Source: an optimization exercise on an open RTL-to-GDS flow (aim: small area). Production flows keep margins and buffers that such runs may drop.
In this exercise RTL edits were held to simulation tests only and were not proved equivalent to the original.

`run.sh`:
```
#!/bin/bash
# synth_recipe.tcl (not shown) runs the flow's synth.tcl, then flattens the netlist and writes it again
# the make line also repeats each setting of config.mk as NAME=value (left out here)
make -C /OpenROAD-flow-scripts/flow DESIGN_CONFIG=/design/flow/config.mk WORK_HOME=/design/flow/orfs CLKGATE_MAP_FILE= SYNTH_SCRIPT=/design/flow/synth_recipe.tcl finish
```
`design.v`:
```
`timescale 1ns/1ns
module correlator_top
(
  input  logic                 clk_in,
  input  logic                 i_rst,
  input  logic                 i_pdm_valid,
  input  logic [3-1:0] i_pdm_bits,
  output logic                 o_acc_valid,
  output logic [(((3 * (3 - 1) / 2) > 1) ? $clog2((3 * (3 - 1) / 2)) : 1)-1:0]              o_acc_bl,
  output logic [((8 > 1) ? $clog2(8) : 1)-1:0]             o_acc_lag,
  output logic signed [48-1:0]                 o_acc_data,
  output logic                 o_acc_last
);
  function automatic logic [19:0] hrom0(input logic [3:0] r);
    case (r)
      4'd0: hrom0 = 20'd3876;
      4'd1: hrom0 = 20'd3060;
      4'd2: hrom0 = 20'd2380;
      4'd3: hrom0 = 20'd1820;
      4'd4: hrom0 = 20'd1365;
      4'd5: hrom0 = 20'd1001;
      4'd6: hrom0 = 20'd715;
      4'd7: hrom0 = 20'd495;
      4'd8: hrom0 = 20'd330;
      4'd9: hrom0 = 20'd210;
      4'd10: hrom0 = 20'd126;
      4'd11: hrom0 = 20'd70;
      4'd12: hrom0 = 20'd35;
      4'd13: hrom0 = 20'd15;
      4'd14: hrom0 = 20'd5;
      4'd15: hrom0 = 20'd4840;
      default: hrom0 = '0;
    endcase
  endfunction
  function automatic logic [19:0] hrom1(input logic [3:0] r);
    case (r)
      4'd0: hrom1 = 20'd32980;
      4'd1: hrom1 = 20'd31076;
      4'd2: hrom1 = 20'd29020;
      4'd3: hrom1 = 20'd26860;
      4'd4: hrom1 = 20'd24640;
      4'd5: hrom1 = 20'd22400;
      4'd6: hrom1 = 20'd20176;
      4'd7: hrom1 = 20'd18000;
      4'd8: hrom1 = 20'd15900;
      4'd9: hrom1 = 20'd13900;
      4'd10: hrom1 = 20'd12020;
      4'd11: hrom1 = 20'd10276;
      4'd12: hrom1 = 20'd8680;
      4'd13: hrom1 = 20'd7240;
      4'd14: hrom1 = 20'd5960;
      4'd15: hrom1 = 20'd34690;
      default: hrom1 = '0;
    endcase
  endfunction
  function automatic logic [19:0] hrom2(input logic [3:0] r);
    case (r)
      4'd0: hrom2 = 20'd26860;
      4'd1: hrom2 = 20'd29020;
      4'd2: hrom2 = 20'd31076;
      4'd3: hrom2 = 20'd32980;
      4'd4: hrom2 = 20'd34690;
      4'd5: hrom2 = 20'd36170;
      4'd6: hrom2 = 20'd37390;
      4'd7: hrom2 = 20'd38326;
      4'd8: hrom2 = 20'd38960;
      4'd9: hrom2 = 20'd39280;
      4'd10: hrom2 = 20'd39280;
      4'd11: hrom2 = 20'd38960;
      4'd12: hrom2 = 20'd38326;
      4'd13: hrom2 = 20'd37390;
      4'd14: hrom2 = 20'd36170;
      4'd15: hrom2 = 20'd24640;
      default: hrom2 = '0;
    endcase
  endfunction
  function automatic logic [17:0] hrom3(input logic [3:0] r);
    case (r)
      4'd0: hrom3 = 18'd1820;
      4'd1: hrom3 = 18'd2380;
      4'd2: hrom3 = 18'd3060;
      4'd3: hrom3 = 18'd3876;
      4'd4: hrom3 = 18'd4840;
      4'd5: hrom3 = 18'd5960;
      4'd6: hrom3 = 18'd7240;
      4'd7: hrom3 = 18'd8680;
      4'd8: hrom3 = 18'd10276;
      4'd9: hrom3 = 18'd12020;
      4'd10: hrom3 = 18'd13900;
      4'd11: hrom3 = 18'd15900;
      4'd12: hrom3 = 18'd18000;
      4'd13: hrom3 = 18'd20176;
      4'd14: hrom3 = 18'd22400;
      4'd15: hrom3 = 18'd1365;
      default: hrom3 = '0;
    endcase
  endfunction
  function automatic logic [11:0] hrom4(input logic [3:0] r);
    case (r)
      4'd0: hrom4 = 12'd0;
      4'd1: hrom4 = 12'd0;
      4'd2: hrom4 = 12'd0;
      4'd3: hrom4 = 12'd0;
      4'd4: hrom4 = 12'd1;
      4'd5: hrom4 = 12'd5;
      4'd6: hrom4 = 12'd15;
      4'd7: hrom4 = 12'd35;
      4'd8: hrom4 = 12'd70;
      4'd9: hrom4 = 12'd126;
      4'd10: hrom4 = 12'd210;
      4'd11: hrom4 = 12'd330;
      4'd12: hrom4 = 12'd495;
      4'd13: hrom4 = 12'd715;
      4'd14: hrom4 = 12'd1001;
      4'd15: hrom4 = 12'd0;
      default: hrom4 = '0;
    endcase
  endfunction
  logic [1:0]  phase;       
  logic [1:0]  pend;        
  logic [2:0]  bits_q;
  logic [3:0]  r_cnt;       
  logic [3:0]  r_proc;      
  logic [1:0]  s_cnt;       
  logic [19:0] a0 [3];
  logic [19:0] a1 [3];
  logic [19:0] a2 [3];
  logic [17:0] a3 [3];
  logic [11:0] a4 [3];
  logic        busy, b, last;
  logic [19:0] n0, n1, n2;
  logic [17:0] n3;
  logic [11:0] n4;
  logic [20:0] y;
  logic [17:0] smp;
  assign busy = (pend != 2'd0);
  assign b    = busy & bits_q[phase];
  assign last = busy && (r_proc == 4'd15);
  always_comb begin
    n0 = (last ? a1[0] : a0[0]) + (b ? hrom0(r_proc) : 20'd0);
    n1 = (last ? a2[0] : a1[0]) + (b ? hrom1(r_proc) : 20'd0);
    n2 = (last ? 20'(a3[0]) : a2[0]) + (b ? hrom2(r_proc) : 20'd0);
    n3 = (last ? 18'(a4[0]) : a3[0]) + (b ? hrom3(r_proc) : 18'd0);
    n4 = (last ? 12'd0 : a4[0]) + (b ? hrom4(r_proc) : 12'd0);
    y  = 21'(a0[0]) + 21'(b);
    smp = {y[20:19] - 2'd1, y[18:3]};
  end
  logic push;
  assign push = busy & last;
  always_ff @(posedge clk_in) begin
    if (i_rst) begin
      phase  <= 2'd0;
      pend   <= 2'd0;
      r_cnt  <= 4'd0;
      s_cnt  <= 2'd0;
      for (int m = 0; m < 3; m++) begin
        a0[m] <= 20'd516536;
        a1[m] <= 20'd374552;
        a2[m] <= 20'd89768;
        a3[m] <= 18'd2184;
        a4[m] <= 12'd0;
      end
    end else begin
      phase <= (phase == 2'd2) ? 2'd0 : phase + 2'd1;
      a0[0] <= a0[1]; a0[1] <= a0[2]; a0[2] <= n0;
      a1[0] <= a1[1]; a1[1] <= a1[2]; a1[2] <= n1;
      a2[0] <= a2[1]; a2[1] <= a2[2]; a2[2] <= n2;
      a3[0] <= a3[1]; a3[1] <= a3[2]; a3[2] <= n3;
      a4[0] <= a4[1]; a4[1] <= a4[2]; a4[2] <= n4;
      if (i_pdm_valid) begin
        pend  <= 2'd3;
        r_cnt <= r_cnt + 4'd1;
        if (r_cnt == 4'd15) s_cnt <= s_cnt + 2'd1;
      end else if (busy) begin
        pend <= pend - 2'd1;
      end
    end
  end
  always_ff @(posedge clk_in) begin
    if (i_pdm_valid) begin
      bits_q <= i_pdm_bits;
      r_proc <= r_cnt;
    end
  end
  logic signed [17:0] h0 [5];
  logic signed [17:0] h1 [11];
  logic signed [17:0] h2 [12];
  always_ff @(posedge clk_in) begin
    if (push && phase == 2'd0) begin
      h0[0] <= smp;
      for (int k = 1; k < 5; k++) h0[k] <= h0[k-1];
    end
    if (push && phase == 2'd1) begin
      h1[0] <= smp;
      for (int k = 1; k < 11; k++) h1[k] <= h1[k-1];
    end
    if (push && phase == 2'd2) begin
      h2[0] <= smp;
      for (int k = 1; k < 12; k++) h2[k] <= h2[k-1];
    end
  end
  logic        act;
  logic [1:0]  t;
  logic [2:0]  lag;
  logic [1:0]  bl;
  logic [1:0]  pc;           
  logic [1:0]  d0, d1, d2;   
  logic signed [35:0] acc;
  logic        start;
  assign start = i_pdm_valid && (r_cnt == 4'd15) && (s_cnt == 2'd3);
  always_ff @(posedge clk_in) begin
    if (i_rst) begin
      act <= 1'b0;
      t   <= 2'd0;
      lag <= 3'd0;
      bl  <= 2'd0;
      pc  <= 2'd0;
    end else begin
      if (start) begin
        act <= 1'b1;
        if (pc != 2'd3) pc <= pc + 2'd1;
      end else if (act) begin
        t <= t + 2'd1;
        if (t == 2'd3) begin
          lag <= lag + 3'd1;
          if (lag == 3'd7) begin
            if (bl == 2'd2) begin
              bl  <= 2'd0;
              act <= 1'b0;
            end else begin
              bl <= bl + 2'd1;
            end
          end
        end
      end
    end
  end
  always_ff @(posedge clk_in) begin
    if (start) begin
      d0 <= 2'd0;
      d1 <= 2'd0;
      d2 <= 2'd0;
    end else begin
      if (push && phase == 2'd0) d0 <= d0 + 2'd1;
      if (push && phase == 2'd1) d1 <= d1 + 2'd1;
      if (push && phase == 2'd2) d2 <= d2 + 2'd1;
    end
  end
  logic [2:0] pos_a;
  logic [3:0] pos_b;
  logic signed [17:0] op_a, op_b;
  logic       neg;
  logic signed [35:0] prod;
  logic signed [35:0] sum;
  always_comb begin
    pos_a = 3'd2 - 3'(t) + ((bl == 2'd2) ? 3'(d1) : 3'(d0));
    pos_b = 4'd2 + 4'(lag) - 4'(t) + ((bl == 2'd0) ? 4'(d1) : 4'(d2));
    op_a  = (bl == 2'd2) ? h1[pos_a] : h0[pos_a];
    op_b  = (bl == 2'd0) ? h1[pos_b] : h2[pos_b];
    neg   = ((pc == 2'd1) && (3'(t) < lag)) || ((pc == 2'd2) && (3'(t) + 3'd4 < lag) && (lag > 3'd4));
    if (neg) op_b = '0;
    prod  = op_a * op_b;
    sum   = ((t == 2'd0) ? 36'sd0 : acc) + prod;
  end
  always_ff @(posedge clk_in) begin
    acc <= sum;
  end
  assign o_acc_valid = act && (t == 2'd3);
  assign o_acc_bl    = bl;
  assign o_acc_lag   = lag;
  assign o_acc_last  = (bl == 2'd2) && (lag == 3'd7);
  assign o_acc_data  = {{(48-36){sum[35]}}, sum};
endmodule
```
`config.mk`:
```
export PLATFORM = sky130hd
export DESIGN_NAME = correlator_top
export DESIGN_NICKNAME = correlator_top
export VERILOG_FILES = /design/flow/design.v
export SDC_FILE = /design/flow/constraint.sdc
export NUM_CORES = 4
export LEC_CHECK = 0
export CAP_MARGIN = 20
export CORE_MARGIN = 2
export CORE_UTILIZATION = 40
export SLEW_MARGIN = 20
```
`constraint.sdc`:
```
create_clock -name core_clock -period 20.0 [get_ports {clk_in}]
set_input_delay 4.0000 -clock core_clock [delete_from_list [all_inputs] [get_ports {clk_in}]]
set_output_delay 4.0000 -clock core_clock [all_outputs]
set_load 0.01 [all_outputs]
```
==> summary.md <==
| Metric | Value |
|---|---|
| Final core area utilization | `44.6%` |
| GRT Resource Usage Total | `19.4%` |
| Fill cells | `11,549` |
| Skew-Pair Late Insertion Delay | `0.71 ns` |
| DRT Wirelength | `122 mm` |
| Period Utilization, post-route | `89.2%` |
| Initial antenna violation count | `2` |
| Via Count | `32,934` |
| Setup WS pre-CTS | `2.65 ns` |
| Starting Density | `40.3%` |
| Die area | `0.127 mm²` |
| Clk buf depth | `3` |
| Clock-pin slew on the worst setup and hold paths | `0.06 ns` |
| DR iter-0 viols | `2,754` |
| I/O pins | `61` |
| RSZ-0062 raised after global routing | `no` |
| Crit end category | `output pin` |
| Number of flops mapped to enable cells by yosys | `511` |
| Row count | `129` |
| Final setup TNS | `0 ns` |
| TritonCTS buffer count | `95` |
| Commonest cells after routing, fill and taps aside | `nand2_1 (544), edfxtp_1 (511), inv_1 (437), dfxtp_1 (394), fa_1 (368)` |
| Crit path largest cell delay | `0.98 ns` |
| Fmax | `0.0560 GHz` |
| Critical path buffers and inverters | `8` |
| Via density | `5.29` |
| DRC Markers | `0` |
| Final Max Tran Viols | `0` |
| Worst Skew | `0.0335 ns` |
| Vias in the first global route | `33,063` |
| Crit Path Category | `reg2out` |
| Fraction of layout cells with a size suffix above 1 | `8.36%` |
| Multi-input logic area | `0.0240 mm²` |
| Number of port buffers | `60` |
| H-tree levels | `3` |
| Die Height | `357 µm` |
| Worst Setup Start Kind | `flip-flop` |
| First-pass GRT wire length | `192 mm` |
| Fin area | `0.0552 mm²` |
| CP top delay family | `adder cells` |
| Syn_area_per_cell | `11.1 µm²` |
| Final worst path period need | `17.84 ns` |
| Slew headroom | `26.1%` |
| Maxcap violations | `0` |
| 1st-pass router iterations | `6` |
| CP Data Required Time | `16.00 ns` |
| Mapped Cells | `4,479` |
| Register area | `0.0232 mm²` |
| Hold Crit Class | `reg2reg` |
| Sequential area share after synthesis | `46.7%` |
| Critical-path maximum fanout | `20` |
| Post-DR wirelength/cell | `19.7 µm` |
| Flops & latches, synth | `905` |
| Clock root buffer | `clkbuf_16` |
| Post-layout worst setup margin | `2.16 ns` |
| CTS Sinks | `905` |
| Final hold violation count | `0` |
| Overflow after GRT | `0` |
| CP max-delay cell | `a311oi_4` |
| GPL Wtd Cong | `0.874` |
| Outcome | `timing/DRC/antenna clean` |
| Routed Antenna Nets | `0` |
| Slew @ Worst Pin | `1.11 ns` |
| Post-cts gate resize count | `0` |
| Synth cell types | `96` |
| Area grow syn2layout | `10.8%` |
| WP data arrival | `13.84 ns` |
| CORE AREA | `0.124 mm²` |
| TritonCTS clock tree | `yes` |
| Placed Area | `0.0520 mm²` |
| Die width | `357 µm` |
| Commonest non-fill, non-tap cell in the layout | `nand2_1` |
| Mapped Nets | `5,064` |
| Syn Std Cell Area | `0.0498 mm²` |
| Largest net degree at the start of global routing | `99` |
| Post-synthesis async set-or-reset flop share | `0%` |
| Most used cell along the critical path | `inv_1` |
| Detail Placement HPWL | `84.8 mm` |
| CTS Hold Bufs | `0` |
| Total setup buffers inserted after CTS | `0` |
| Ys Warns | `9` |
| Final setup viols | `0` |
| Synth Flop Type | `edfxtp_1` |
| Final #Nets | `5,083` |
[flip-flops by register name, indices dropped and copies added (netlist names), 3 cells and up, named ones only]
register  count
r_proc        4
h1          198
a4           36
h0           90
h2          216
acc          36
a0           60
a3           54
lag           3
bits_q        3
a1           60
r_cnt         4
a2           60
[metal layers]
| metal | part of all wire [%] | vias to the layer above | global-route usage [%] |
|---|---|---|---|
| li1 | - | 15179 | - |
| met1 | 43 | 16396 | 26.1 |
| met2 | 47 | 1126 | 32.1 |
| met3 | 6.9 | 233 | 3.20 |
| met4 | 3.1 | 0 | 6.08 |
| met5 | 0 | - | 0 |
[logic make-up after synthesis]
logic type                 count (synthesis)  share of synthesized area, %
buffers and inverters                    651                          5.44
adders and majority gates                579                          20.1
and+or+nand+nor                         1453                          14.2
xor gates and xnor gates                 138                          2.50
AOI/OAI and AO/OA                        686                          9.54
DFF                                      905                          46.7
muxes                                     67                          1.57
[cell usage after synthesis (all sizes together), types with 21 or more instances]
cell type | number | area (µm²)
nand2 | 546 | 2060
edfxtp | 511 | 15300
inv | 441 | 1660
dfxtp | 394 | 7890
fa | 368 | 7370
nor2 | 279 | 1090
ha | 211 | 2640
nor2b | 173 | 1080
a21oi | 163 | 831
and2 | 127 | 797
o21ai | 125 | 633
clkbuf | 105 | 397
buf | 104 | 652
a22oi | 100 | 751
xnor2 | 92 | 832
or2 | 75 | 469
nand3 | 62 | 323
nand2b | 61 | 382
xor2 | 46 | 410
mux2i | 42 | 420
nor3 | 38 | 251
a21o | 37 | 278
nand4 | 37 | 231
a221oi | 31 | 295
and3 | 27 | 169
a22o | 24 | 210
o22ai | 21 | 131
[path summary, 6_finish.rpt]
kind,startpoint,to,slack [ns],cells past startpoint
worst max-delay path,bl[1],o_acc_data[42],2.16,39
worst min-delay path,a2[1][7],a2[0][7],0.40,1
worst max register to register,bl[1],acc[35],7.35,38
worst min register to register,a2[1][7],a2[0][7],0.40,1
[worst register-to-register path: cells and delay by family, from the launching register on]
kind            cells  cell delay (ns)
compound gates      8             3.40
xor+xnor            1             0.73
fa+ha+maj          12             4.90
buf+inv             7             0.33
flops               1             0.36
mux                 1             0.20
simple gates        9             2.51
[final cells by class]
cell class | instances | share of cell area (%)
diodes | 3 | 0.0136
clock buffers | 123 | 4.74
clock inverters | 56 | 0.939
inverters | 442 | 3.01
multi-input cells | 2923 | 43.4
flip-flops and latches | 905 | 42.1
well taps | 1637 | 3.71
repair buffers | 131 | 2.06
[stage by stage]
step           hold slack (ns)  cells
4_1_cts                  0.386   6217
3_3_place_gp             0.391   6038
3_5_place_dp             0.393   6038
5_1_grt                  0.414   6217
2_1_floorplan            0.389   4479
6_report                 0.398   6220

==> what the ideal ports hide <==
In the flow no input, the clock included, has a driving cell. The finished layout below was timed again as built, in two steps.
Step 1 (the two cells are an assumption about what drives the block):
set clk [get_ports {clk_in}]
set_driving_cell -lib_cell sky130_fd_sc_hd__clkbuf_16 $clk
set_driving_cell -lib_cell sky130_fd_sc_hd__buf_2 [delete_from_list [all_inputs] $clk]
Step 2 adds t to the input delays and takes it off the output delays; t is the mean of the earliest and latest rising clock arrival at the registers after step 1. Input paths then give back, and output paths get back, about the clock's delay inside the block.
Three values: ideal ports, drivers, drivers and shift; two values: the first two.
t, ns: 0.762
setup slack, ns: 2.157 / 2.086 / 2.847
worst setup path at the end: register to output
clock arrival spread, ns: 0.035 / 0.035
After both steps this run still meets setup and hold. The setup slack of this run moves by -0.071 ns with the drivers and by +0.690 ns with both steps.
